Background: an optimization exercise with open tools, aiming at small area, a short achievable clock period and few clock cycles per item. Do not read the settings as production practice.
RTL that was checked went through simulation tests only; none was proved equivalent to the original.
Power and IR drop assume default switching activity.

v27:
Design feature_frame_window_buffer_core, start of the top module:
module feature_frame_window_buffer_core (
    input  logic       clk,
    input  logic       rst_n,
    input  logic       req_valid,
    output logic       req_ready,
    input  logic [1:0] req_cmd,
    input  logic [3:0] req_coef_index,
    input  logic [4:0] req_frame_offset,
    input  logic [7:0] req_coef_value,
    output logic       res_valid,
    input  logic       res_ready,
    output logic [7:0] res_read_value,
    output logic       res_ready_res,
    output logic       res_filled
);
clock: 5.0 ns
lec_check: 0
cap_margin: 20
core_margin: 2
core_utilization: 65
cts_cluster_diameter: 80
cts_cluster_size: 24
setup_slack_margin: 2.7
slew_margin: 20
run.sh (not shown) runs the stock make flow with config.mk's settings and CLKGATE_MAP_FILE= SYNTH_SCRIPT=/design/flow/synth_recipe.tcl, a recipe that flattens the netlist after the stock synthesis.
The following lists how v7 was set up differently from v27:
diff --git a/flow/design.v b/flow/design.v
--- a/flow/design.v
+++ b/flow/design.v
@@ -15,15 +15,15 @@
     localparam logic [CMD_W-1:0] CMD_CONSUME = 2'd3;
 endpackage
 module ffwb_ram (
     input  logic        clk,
     input  logic [7:0]  wsel_lo_n,
     input  logic [7:0]  wsel_mid,
     input  logic [7:0]  wsel_hi,
-    input  logic [7:0]  rsel_lo,
+    input  logic [63:0] rsel_lo,
     input  logic [7:0]  rsel_mid,
     input  logic [7:0]  wdata,
     output logic [63:0] blk_data     
 );
     logic [4095:0] q;
     logic [7:0] sub [64];
     logic [7:0] blk [8];
@@ -45,15 +45,15 @@
     always_comb
     begin
         for (int s = 0; s < 64; s++)
         begin
             sub[s] = '0;
             for (int k = 0; k < 8; k++)
             begin
-                sub[s] = sub[s] | ({8{rsel_lo[k]}} & q[(s * 8 + k) * 8 +: 8]);
+                sub[s] = sub[s] | ({8{rsel_lo[(s / 8) * 8 + k]}} & q[(s * 8 + k) * 8 +: 8]);
             end
         end
         for (int b = 0; b < 8; b++)
         begin
             blk[b] = '0;
             for (int m = 0; m < 8; m++)
             begin
@@ -76,17 +76,16 @@
     input  logic        accept,
     input  logic [1:0]  cmd,
     input  logic [3:0]  coef_index,
     input  logic [4:0]  frame_offset,
     output logic [7:0]  wsel_lo_n,
     output logic [7:0]  wsel_mid,
     output logic [7:0]  wsel_hi,
-    output logic [7:0]  rsel_lo,
+    output logic [63:0] rsel_lo,
     output logic [7:0]  rsel_mid,
-    output logic [2:0]  raddr_hi,
     output logic        ready_res,
     output logic        filled
 );
     logic [4:0] wp;
     logic [4:0] lp1;         
     logic       filled_q;
     logic [4:0] frame;
@@ -117,48 +116,49 @@
             begin
                 lp1 <= wp;
             end
         end
     end
     always_ff @(posedge clk)
     begin
-        raddr_hi <= addr[8:6];
         for (int i = 0; i < 8; i++)
         begin
             wsel_lo_n[i] <= (addr[2:0] != 3'(i));
             wsel_mid[i]  <= (addr[5:3] == 3'(i));
             wsel_hi[i]   <= accept && (cmd == CMD_WRITE) && (addr[8:6] == 3'(i));
-            rsel_lo[i]   <= (addr[2:0] == 3'(i));
             rsel_mid[i]  <= rd && (addr[5:3] == 3'(i));
         end
+        for (int i = 0; i < 64; i++)
+        begin
+            rsel_lo[i]   <= ({addr[8:6], addr[2:0]} == 6'(i));
+        end
     end
     assign ready_res = filled_q && (wp != lp1);
     assign filled    = filled_q;
 endmodule
 import ffwb_pkg::*;
 module ffwb_out (
     input  logic        clk,
     input  logic        rst_n,
     input  logic        accept,
     input  logic        s1_valid,
-    input  logic [2:0]  s1_addr_hi,
     input  logic        s1_ready_res,
     input  logic        s1_filled,
     input  logic [63:0] blk_data,
     output logic        req_ready,
     input  logic        res_ready,
     output logic        res_valid,
     output logic [7:0]  res_read_value,
     output logic        res_ready_res,
     output logic        res_filled
 );
     localparam int CW = $clog2(QDEPTH + 1);
     logic          s2_valid;
-    logic [2:0]    s2_addr_hi;
     logic [1:0]    s2_stat;
+    logic [7:0]    s2_val;
     logic [9:0]    s2_res;
     logic [9:0]    qd [QDEPTH];
     logic [QDEPTH-1:0] qv;
     logic [CW-1:0] cnt;
     logic [CW-1:0] cnt_next;
     logic          take;
     logic          ready_q;
@@ -173,18 +173,25 @@
         else
         begin
             s2_valid <= s1_valid;
         end
     end
     always_ff @(posedge clk)
     begin
-        s2_addr_hi <= s1_addr_hi;
         s2_stat    <= {s1_ready_res, s1_filled};
     end
-    assign s2_res = {blk_data[s2_addr_hi * 8 +: 8], s2_stat};
+    always_comb
+    begin
+        s2_val = '0;
+        for (int b = 0; b < 8; b++)
+        begin
+            s2_val = s2_val | blk_data[b * 8 +: 8];
+        end
+    end
+    assign s2_res = {s2_val, s2_stat};
     assign take = qv[0] && res_ready;
     always_ff @(posedge clk or negedge rst_n)
     begin
         if (!rst_n)
         begin
             qv <= '0;
         end
@@ -269,17 +276,16 @@
 );
     logic        accept;
     logic        s1_valid;
     logic [7:0]  s1_wdata;
     logic [7:0]  wsel_lo_n;
     logic [7:0]  wsel_mid;
     logic [7:0]  wsel_hi;
-    logic [7:0]  rsel_lo;
+    logic [63:0] rsel_lo;
     logic [7:0]  rsel_mid;
-    logic [2:0]  raddr_hi;
     logic        ready_res;
     logic        filled;
     logic [63:0] blk_data;
     assign accept = req_valid && req_ready;
     always_ff @(posedge clk or negedge rst_n)
     begin
         if (!rst_n)
@@ -303,15 +309,14 @@
         .coef_index   (req_coef_index),
         .frame_offset (req_frame_offset),
         .wsel_lo_n    (wsel_lo_n),
         .wsel_mid     (wsel_mid),
         .wsel_hi      (wsel_hi),
         .rsel_lo      (rsel_lo),
         .rsel_mid     (rsel_mid),
-        .raddr_hi     (raddr_hi),
         .ready_res    (ready_res),
         .filled       (filled)
     );
     ffwb_ram u_store (
         .clk       (clk),
         .wsel_lo_n (wsel_lo_n),
         .wsel_mid  (wsel_mid),
@@ -322,15 +327,14 @@
         .blk_data  (blk_data)
     );
     ffwb_out u_out (
         .clk            (clk),
         .rst_n          (rst_n),
         .accept         (accept),
         .s1_valid       (s1_valid),
-        .s1_addr_hi     (raddr_hi),
         .s1_ready_res   (ready_res),
         .s1_filled      (filled),
         .blk_data       (blk_data),
         .req_ready      (req_ready),
         .res_ready      (res_ready),
         .res_valid      (res_valid),
         .res_read_value (res_read_value),
Findings:
Maximum VDD drop delta (v7 − v27): favourable
Number of placed cells counting well taps ended up 1.3% higher on v7 than on v27.
Power per cell area: v7 vs v27 up about 1.5%
Re pin count of the biggest net entering global routing: v7 is about 14% down on v27.
v27 vs v7, category of the most critical setup path: reg -> reg vs in -> reg
Total clock buffers created by CTS: lower on v27
Testbench counts of v7, summed over its fixed seeds: cycles 24,024, items 24,000.
For v27, only the layout was checked, not whether the RTL still works.

==> separate check: timing with driven ports <==
How much do the figures lean on ideal ports? The routed layouts below were timed once more, with nothing changed but the port constraints. Step 1 assumes that a clkbuf_16 drives the clock port and a buf_2 every other input. Step 2 times the ports against the registers' clock, not the clock port: input delays grow and output delays shrink by t, the midpoint of the rising clock arrivals with the driver on. a / b / c = no drivers / after step 1 / after step 2; a / b = the first two.
run	t (ns)	setup slack, ns	worst hold slack (ns)	pins driven straight from the clock port
v27	0.986	2.548 / 2.487 / 1.965	0.072 / 0.004 / 0.368	1
v7	0.965	2.552 / 2.500 / 1.654	0.355 / 0.355 / 0.355	1
After both steps every run listed still meets setup and hold. For v7, which loses most, drivers alone change the setup slack by -0.052 ns; drivers and shift together by -0.898 ns.
